What follows belongs to an exercise in optimizing a design on an open flow for small area and a short achievable clock period; a production flow would make more cautious choices. Function was checked by simulation only, so behaviour that the tests miss may differ from the original. Power and IR drop assume default switching activity.

===== config.mk =====
export PLATFORM = sky130hd
export DESIGN_NAME = datapath
export DESIGN_NICKNAME = datapath
export VERILOG_FILES = /design/flow/design.v
export SDC_FILE = /design/flow/constraint.sdc
export NUM_CORES = 4
export LEC_CHECK = 0
export CAP_MARGIN = 20
export CORE_MARGIN = 2
export CORE_UTILIZATION = 40
export SLEW_MARGIN = 20

===== constraint.sdc =====
create_clock -name core_clock -period 150.0 [get_ports {clock}]
set_input_delay 30.0000 -clock core_clock [delete_from_list [all_inputs] [get_ports {clock}]]
set_output_delay 30.0000 -clock core_clock [all_outputs]
set_load 0.01 [all_outputs]

===== design.v =====
package datapath_pkg;
    localparam int DATA_W = 32;
    localparam int Z_W    = 2 * DATA_W;
    localparam int NREGS  = 16;
    localparam logic [4:0] OP_ADD  = 5'b00011;
    localparam logic [4:0] OP_SUB  = 5'b00100;
    localparam logic [4:0] OP_AND  = 5'b00101;
    localparam logic [4:0] OP_OR   = 5'b00110;
    localparam logic [4:0] OP_SHR  = 5'b00111;
    localparam logic [4:0] OP_SHRA = 5'b01000;
    localparam logic [4:0] OP_SHL  = 5'b01001;
    localparam logic [4:0] OP_ROR  = 5'b01010;
    localparam logic [4:0] OP_ROL  = 5'b01011;
    localparam logic [4:0] OP_MUL  = 5'b01111;
    localparam logic [4:0] OP_DIV  = 5'b10000;
    localparam logic [4:0] OP_NEG  = 5'b10001;
    localparam logic [4:0] OP_NOT  = 5'b10010;
    typedef logic [4:0] bus_src_t;
    localparam bus_src_t SRC_HI   = 5'd16;
    localparam bus_src_t SRC_LO   = 5'd17;
    localparam bus_src_t SRC_ZHI  = 5'd18;
    localparam bus_src_t SRC_ZLO  = 5'd19;
    localparam bus_src_t SRC_PC   = 5'd20;
    localparam bus_src_t SRC_MDR  = 5'd21;
    localparam bus_src_t SRC_C    = 5'd22;
    localparam bus_src_t SRC_NONE = 5'd23;
endpackage
import datapath_pkg::*;
module alu #(
    parameter int WIDTH = DATA_W
) (
    input  logic [WIDTH-1:0]   i_a,
    input  logic [WIDTH-1:0]   i_b,
    input  logic [4:0]         i_opcode,
    output logic [2*WIDTH-1:0] o_result
);
    localparam int SHW = $clog2(WIDTH);
    logic [SHW-1:0]     w_sh;
    logic [2*WIDTH-1:0] w_rotr;
    logic [2*WIDTH-1:0] w_rotl;
    logic [2*WIDTH-1:0] w_prod;
    logic [WIDTH-1:0]   w_ua;
    logic [WIDTH-1:0]   w_ub;
    logic [WIDTH-1:0]   w_uq;
    logic [WIDTH-1:0]   w_ur;
    logic [WIDTH-1:0]   w_quo;
    logic [WIDTH-1:0]   w_rem;
    always_comb begin
        w_sh   = i_b[SHW-1:0];
        w_rotr = {i_a, i_a} >> w_sh;
        w_rotl = {i_a, i_a} << w_sh;
        w_prod = {{WIDTH{i_a[WIDTH-1]}}, i_a} * {{WIDTH{i_b[WIDTH-1]}}, i_b};
        w_ua   = i_a[WIDTH-1] ? -i_a : i_a;
        w_ub   = i_b[WIDTH-1] ? -i_b : i_b;
        w_uq   = w_ua / w_ub;
        w_ur   = w_ua % w_ub;
        if (w_ub == '0) begin
            w_quo = '1;
            w_rem = i_a;
        end else begin
            w_quo = (i_a[WIDTH-1] ^ i_b[WIDTH-1]) ? -w_uq : w_uq;
            w_rem = i_a[WIDTH-1] ? -w_ur : w_ur;
        end
    end
    always_comb begin
        o_result = {{WIDTH{1'b0}}, i_b};
        case (i_opcode)
            OP_ADD:  o_result = {{WIDTH{1'b0}}, i_a + i_b};
            OP_SUB:  o_result = {{WIDTH{1'b0}}, i_a - i_b};
            OP_AND:  o_result = {{WIDTH{1'b0}}, i_a & i_b};
            OP_OR:   o_result = {{WIDTH{1'b0}}, i_a | i_b};
            OP_SHR:  o_result = {{WIDTH{1'b0}}, i_a >> w_sh};
            OP_SHRA: o_result = {{WIDTH{1'b0}}, $signed(i_a) >>> w_sh};
            OP_SHL:  o_result = {{WIDTH{1'b0}}, i_a << w_sh};
            OP_ROR:  o_result = {{WIDTH{1'b0}}, w_rotr[WIDTH-1:0]};
            OP_ROL:  o_result = {{WIDTH{1'b0}}, w_rotl[2*WIDTH-1:WIDTH]};
            OP_MUL:  o_result = w_prod;
            OP_DIV:  o_result = {w_rem, w_quo};
            OP_NEG:  o_result = {{WIDTH{1'b0}}, -i_b};
            OP_NOT:  o_result = {{WIDTH{1'b0}}, ~i_b};
            default: o_result = {{WIDTH{1'b0}}, i_b};
        endcase
    end
endmodule
import datapath_pkg::*;
module datapath #(
    parameter int WIDTH = DATA_W
) (
    input  logic               clock,
    input  logic               clear,
    input  logic [WIDTH-1:0]   Mdatain,
    input  logic               Read,
    input  logic               IncPC,
    input  logic [15:0]        Rin,
    input  logic [15:0]        Rout,
    input  logic               PCin,
    input  logic               Zin,
    input  logic               MDRin,
    input  logic               MARin,
    input  logic               Yin,
    input  logic               HIin,
    input  logic               LOin,
    input  logic               IRin,
    input  logic               PCout,
    input  logic               Zhighout,
    input  logic               Zlowout,
    input  logic               HIout,
    input  logic               LOout,
    input  logic               MDRout,
    input  logic               Cout,
    input  logic [4:0]         opcode,
    output logic [WIDTH-1:0]   o_bus,
    output logic [WIDTH-1:0]   o_pc,
    output logic [WIDTH-1:0]   o_ir,
    output logic [WIDTH-1:0]   o_mar,
    output logic [WIDTH-1:0]   o_mdr,
    output logic [WIDTH-1:0]   o_y,
    output logic [2*WIDTH-1:0] o_z,
    output logic [WIDTH-1:0]   o_hi,
    output logic [WIDTH-1:0]   o_lo
);
    logic [WIDTH-1:0]   r_regs [NREGS];
    logic [WIDTH-1:0]   r_pc, r_ir, r_mar, r_mdr, r_y, r_hi, r_lo;
    logic [2*WIDTH-1:0] r_z;
    logic [4:0]         w_src;
    logic [WIDTH-1:0]   w_bus;
    logic [WIDTH-1:0]   w_cext;
    logic [2*WIDTH-1:0] w_alu;
    assign w_cext = {{(WIDTH-19){r_ir[18]}}, r_ir[18:0]};
    always_comb begin
        w_src = SRC_NONE;
        if (Cout)     w_src = SRC_C;
        if (MDRout)   w_src = SRC_MDR;
        if (PCout)    w_src = SRC_PC;
        if (Zlowout)  w_src = SRC_ZLO;
        if (Zhighout) w_src = SRC_ZHI;
        if (LOout)    w_src = SRC_LO;
        if (HIout)    w_src = SRC_HI;
        for (int i = NREGS - 1; i >= 0; i--) begin
            if (Rout[i]) w_src = 5'(i);
        end
    end
    always_comb begin
        w_bus = '0;
        if (w_src < SRC_HI) begin
            w_bus = r_regs[w_src[3:0]];
        end else begin
            case (w_src)
                SRC_HI:  w_bus = r_hi;
                SRC_LO:  w_bus = r_lo;
                SRC_ZHI: w_bus = r_z[2*WIDTH-1:WIDTH];
                SRC_ZLO: w_bus = r_z[WIDTH-1:0];
                SRC_PC:  w_bus = r_pc;
                SRC_MDR: w_bus = r_mdr;
                SRC_C:   w_bus = w_cext;
                default: w_bus = '0;
            endcase
        end
    end
    alu #(.WIDTH(WIDTH)) u_alu (
        .i_a      (r_y),
        .i_b      (w_bus),
        .i_opcode (opcode),
        .o_result (w_alu)
    );
    always_ff @(posedge clock or negedge clear) begin
        if (!clear) begin
            for (int i = 0; i < NREGS; i++) r_regs[i] <= '0;
        end else begin
            for (int i = 0; i < NREGS; i++) begin
                if (Rin[i]) r_regs[i] <= w_bus;
            end
        end
    end
    always_ff @(posedge clock or negedge clear) begin
        if (!clear) begin
            r_pc  <= '0;
            r_ir  <= '0;
            r_mar <= '0;
            r_mdr <= '0;
            r_y   <= '0;
            r_z   <= '0;
            r_hi  <= '0;
            r_lo  <= '0;
        end else begin
            if (PCin)  r_pc  <= IncPC ? r_pc + 1'b1 : w_bus;
            if (IRin)  r_ir  <= w_bus;
            if (MARin) r_mar <= w_bus;
            if (MDRin) r_mdr <= Read ? Mdatain : w_bus;
            if (Yin)   r_y   <= w_bus;
            if (Zin)   r_z   <= w_alu;
            if (HIin)  r_hi  <= w_bus;
            if (LOin)  r_lo  <= w_bus;
        end
    end
    assign o_bus = w_bus;
    assign o_pc  = r_pc;
    assign o_ir  = r_ir;
    assign o_mar = r_mar;
    assign o_mdr = r_mdr;
    assign o_y   = r_y;
    assign o_z   = r_z;
    assign o_hi  = r_hi;
    assign o_lo  = r_lo;
endmodule

===== run.sh =====
#!/bin/bash
# synth_recipe.tcl (not shown) runs the flow's synth.tcl, then flattens the netlist and writes it again
# the make line also repeats each setting of config.mk as NAME=value (left out here)
make -C /OpenROAD-flow-scripts/flow DESIGN_CONFIG=/design/flow/config.mk WORK_HOME=/design/flow/orfs CLKGATE_MAP_FILE= SYNTH_SCRIPT=/design/flow/synth_recipe.tcl finish

==> notes.md <==
- The detailed router used layers up to and including met5.
- The total combinational power is 34.3 mW.
- The quantity of I/O buffers inserted on ports is between 400 and 500.
- The post-synthesis instance area is between 100000 and 150000 um2.
- The wire length on met2 is 241000 um.
- Counting distinct cell types in the post-synthesis netlist gives 117.
- Cell internal power was estimated by the tool at about 15 mW.
- The total congestion overflow after global routing is 0.
- Once detail routing completed, the nets flagged for antenna violations numbered 0.
- The count of vias placed by the detailed router is 114409.
- The floorplan core area is between 200000 and 300000 um2.
- The run finished with no timing, DRC or antenna violations.
- The capturing element type of the critical path is a register.
- The initial standard-cell utilization of the core is between 40% and 50%.
- Along the worst hold path, the cell count comes to 1.
- The number of placed instances, taps included, is 18272.
- The kind of critical path is in2reg.
- Entering global routing, the biggest net connects ~170 pins.
- The total number of placement rows is slightly below 200.
- The clock group power is around 0.24 mW.
- The first global-routing pass estimated around 810000 um of wire.
- In this run, synthesis inferred 0 flip-flops with an integrated enable.
- The total of flip-flops plus latches after synthesis is 800.
- Dividing the detail-routed via count by the number of cells gives around 6.2.
- In this run the worst path has a maximum fanout of 45.
- Buffers inserted during clock tree synthesis total 92.
- The register share of total power is roughly 1.0%.
- The endpoint of the lowest-slack register-to-register path is r_z[15].
- The met1 layer wirelength in the final routing is roughly 220000 um.
- The residual DRC count is 0.
- The die is 534 um tall.
- The setup-violating endpoint count in the final report is 0.
- Sorting the synthesized cells by area gives the leading types as sky130_fd_sc_hd__fa_1, sky130_fd_sc_hd__dfrtp_1, sky130_fd_sc_hd__ha_1, sky130_fd_sc_hd__a21oi_1, sky130_fd_sc_hd__nand2_1.
- The met3 layer wire length in the routed design is about 62000 um.
- Together, buffers and inverters on the worst path number 40.
- The finished layout holds 18472 standard cells, fillers aside.
- The kind of start point of the critical path is a primary input.
- The critical path data required time is 150.69 ns.
- In this run the worst setup path terminates at r_z[15].
- The deepest level of the CTS H-tree is 3.
- The max-cap check violation count is 0.
- The synthesized net count is ~16000.
- After synthesis, the mean cell area works out to 7.95 um2.
- The startpoint identified for the worst hold timing path is r_regs[6][27].
- In this run the power density over the cells is between 200 and 300 nW/um2.
- Net switching is between 50 and 60% of the power.
- Of the post-synthesis cell area, the dominant cell type holds roughly 19%.
- The number of global-route vias before repair is roughly 110k.
- Summing all placed instances gives a cell area of between 100000 and 150000 um2.
- The startpoint identified for the worst register-to-register timing path is r_regs[11][2].
- The register-to-register setup slack is roughly 39 ns.
- The worst slew margin relative to its limit is approximately an eighth.
- Clock skew on the completed layout was measured at around 0.10 ns.
- The dominant power group is combinational cells.
- The tree is rooted in a sky130_fd_sc_hd__clkbuf_16.
- For the worst-skew pair, the clock arrives at the later sink with an insertion delay of 0.82 ns.
- The synthesis-to-layout area growth is 14.3%.
- The number of antenna violations at the first check in global routing is 55.
- The share of total power dissipated in the clock network is less than 1%.
- The delay of the slowest cell on the worst path is roughly 0.74 ns.
- Of the synthesized area, sequential elements account for roughly 18%.
- At the pin with the least slew margin, the transition time is approximately 1.3 ns.
- The number of warnings printed during yosys synthesis is 3.
- By count the netlist is led by sky130_fd_sc_hd__nand2_1, sky130_fd_sc_hd__nor2_1, sky130_fd_sc_hd__a21oi_1, sky130_fd_sc_hd__inv_1, sky130_fd_sc_hd__fa_1.
- For this run, the leading register cell type out of synthesis is sky130_fd_sc_hd__dfrtp_1.
- The sequential group power is ~0.34 mW.
- The leading cell type by number of instances after synthesis is sky130_fd_sc_hd__nand2_1.
- The number of hold-slack violations in the final timing report came to 0.
- The biggest area contributor in the post-synthesis netlist is sky130_fd_sc_hd__fa_1.
- The library cell appearing most often on the critical path is sky130_fd_sc_hd__o21a_1.
- The total routing resource utilization after global routing is a little under 40%.
- Synthesis handed over a netlist of approximately 14000 instances.
- The origin of the worst setup path is Rout[11].
- Combinational logic burns between 90 and 100% of the power.
- The starting DRC count in detailed routing is 14363.
- The final period utilization is a little over nine tenths.
- Once layout is done, the placed cells without fillers occupy 129000 um2.
- The end point of the most critical hold path is r_regs[6][27].
- The clock passes through at most 3 buffers.
- The final layout contains routed wiring with a total length of 569000 um.
- Among all stages on the critical path, the largest delay is contributed by sky130_fd_sc_hd__nor4_1.
- After clock tree synthesis, the clock-pin slew on the worst setup and hold paths is approximately 0.060 ns.
- The net switching power is approximately 20 mW.
- TritonCTS built the clock tree.
- The final critical-path required period is about 140 ns.
- The average detailed-routed wire length per instance is a little over 30 um.
- The width of the die is around 530 um.
- The peak supply drop is roughly 0.0012 V.
- For this run, asynchronously set or reset flops after synthesis account for 100%.
- The number of sinks driven by the clock tree is 800.
- The final total negative setup slack is 0 ns.
- The cell class contributing the biggest share of worst-path delay is compound AO/OA/AOI/OAI gates.
- The hold buffer count at cts is 0.
- The class of the tightest hold or removal check is reg2reg.
- The die covers around 290000 um2.
- Before antenna repair, the detailed router went through 10 iterations.
- Counting buffers and inverters, the worst setup path is slightly above 500 cells deep.
- The HPWL after detailed placement is approximately 440000 um.
- The length in cells of the worst reg-to-reg path is around 500.
- approximately 410 I/O pins were placed.
- The endpoint arrival time on the critical path is about 140 ns.
- Setup repair after global routing left no endpoint under its margin.
- At the end of routability-driven placement, the weighted congestion stood at about 1.1.
- The net count of the finished layout is 16584.
- Across all hold checks on the routed design, the worst slack comes to roughly 0.5 ns.
- The fraction of final layout cells with drive strength greater than 1 is between 10% and 20%.
- The final number of max-transition violations is 0.
- The maximum frequency from static timing analysis is approximately 7.0 MHz.
- The cell leakage power is approximately 60 nW.
==> cells by family (layout without fill, tap and decap cells) <==
kind of cell / after synthesis / in the layout / synth area share (%)
other: 0 / 25 / 0
AND/OR/NAND/NOR: 4812 / 4814 / 19.2
AO/OA/AOI/OAI: 3585 / 3586 / 20.4
XOR/XNOR: 554 / 554 / 4.31
multiplexers: 282 / 282 / 2.68
buffers and inverters: 2283 / 2846 / 7.92
flip-flops: 800 / 800 / 17.8
adder cells (fa/ha/maj): 1841 / 1841 / 27.7
==> power by group through the flow <==
stage	Combinational [mW]	Clock, mW	Sequential [mW]
after floorplan	24.2	0	0.313
after global placement	33.4	0	0.339
==> placed cells by master, fill, tap and decap left out, types with 67 or more instances in the layout <==
cell	count
sky130_fd_sc_hd__inv_1	1309
sky130_fd_sc_hd__a21o_1	168
sky130_fd_sc_hd__nand3_1	198
sky130_fd_sc_hd__o21a_1	179
sky130_fd_sc_hd__nand4_1	110
sky130_fd_sc_hd__mux2_2	126
sky130_fd_sc_hd__and2_1	227
sky130_fd_sc_hd__mux2i_1	151
sky130_fd_sc_hd__buf_4	916
sky130_fd_sc_hd__a211oi_1	88
sky130_fd_sc_hd__clkbuf_16	94
sky130_fd_sc_hd__xnor2_1	376
sky130_fd_sc_hd__nand2_1	1665
sky130_fd_sc_hd__clkdlybuf4s50_1	380
sky130_fd_sc_hd__fa_1	1083
sky130_fd_sc_hd__a22oi_1	90
sky130_fd_sc_hd__o211ai_1	94
sky130_fd_sc_hd__nor2_1	1604
sky130_fd_sc_hd__a22o_1	69
sky130_fd_sc_hd__nor2b_1	111
sky130_fd_sc_hd__or3_1	69
sky130_fd_sc_hd__xor2_1	159
sky130_fd_sc_hd__a221oi_1	77
sky130_fd_sc_hd__a31oi_1	110
sky130_fd_sc_hd__nor3_1	328
sky130_fd_sc_hd__and3_1	86
sky130_fd_sc_hd__ha_1	757
sky130_fd_sc_hd__dfrtp_1	770
sky130_fd_sc_hd__nand2b_1	115
sky130_fd_sc_hd__o21ai_0	592
sky130_fd_sc_hd__o22ai_1	76
sky130_fd_sc_hd__a21oi_1	1338
sky130_fd_sc_hd__o31ai_1	67
==> per-stage QoR <==
stage	power, mW	setup WS (ns)	util, %
floorplan	24.5	17.44	-
global placement	33.8	6.58	44.7
detailed placement	33.8	4.95	44.7
CTS	34.3	5.38	45.9
global route	38.7	0.0793	46.0
finish	34.9	7.89	46.0
==> timing repair <==
item,CTS,global route
setup buffers,0,9
resized for setup,0,60
endpoints found under the setup margin,0,64
==> routing by layer <==
layer  track usage, %  up-vias
met5                0        -
met4             27.0       34
met3             10.5     1707
met2             58.6     6863
met1             48.9    56499
li1                 -    49306
==> layout make-up <==
type,instances,area (um2)
antenna,25,62.6
clock buffer,128,2640
clock inverter,34,497
fill,28000,151000
inverter,1341,5050
multi-input combinational,11077,84500
sequential,800,20100
tap,3724,4660
timing repair buffer,1343,11200
==> registers in the layout, summed over array words and instances, names as in the netlist <==
name and flops:
r_regs 512, r_z 64, r_hi 32, r_ir 32, r_lo 32, r_mar 32
r_mdr 32, r_pc 32, r_y 32
==> worst min-delay path by stage <==
stage	end	slack [ns]	cells past startpoint	from
after floorplan	r_regs[1][25]	0.47	1	r_regs[1][25]
after global placement	r_regs[1][25]	0.48	1	r_regs[1][25]

==> what the ideal ports hide <==
Ports are ideal in the flow. The routed layout listed here was re-timed in OpenROAD.
Step 1, drivers: a clkbuf_16 drives clock and a buf_2 each remaining input, both assumed.
Step 2 moves the port delays by t, midway between the first and last clock arrival at a register: inputs arrive t later, outputs are due t later. That takes back most of the time a late clock gives input paths.
a / b / c = no drivers / after step 1 / after step 2; a / b = the first two.
shift t [ns]: 0.874
setup WS [ns]: 7.887 / 7.966 / 7.092
worst hold slack (ns): 0.507 / 0.507 / 0.507
latest minus earliest clock arrival (ns): 0.104 / 0.104
After both steps this run still meets setup and hold. The setup slack of this run moves by +0.079 ns with the drivers and by -0.795 ns with both steps.
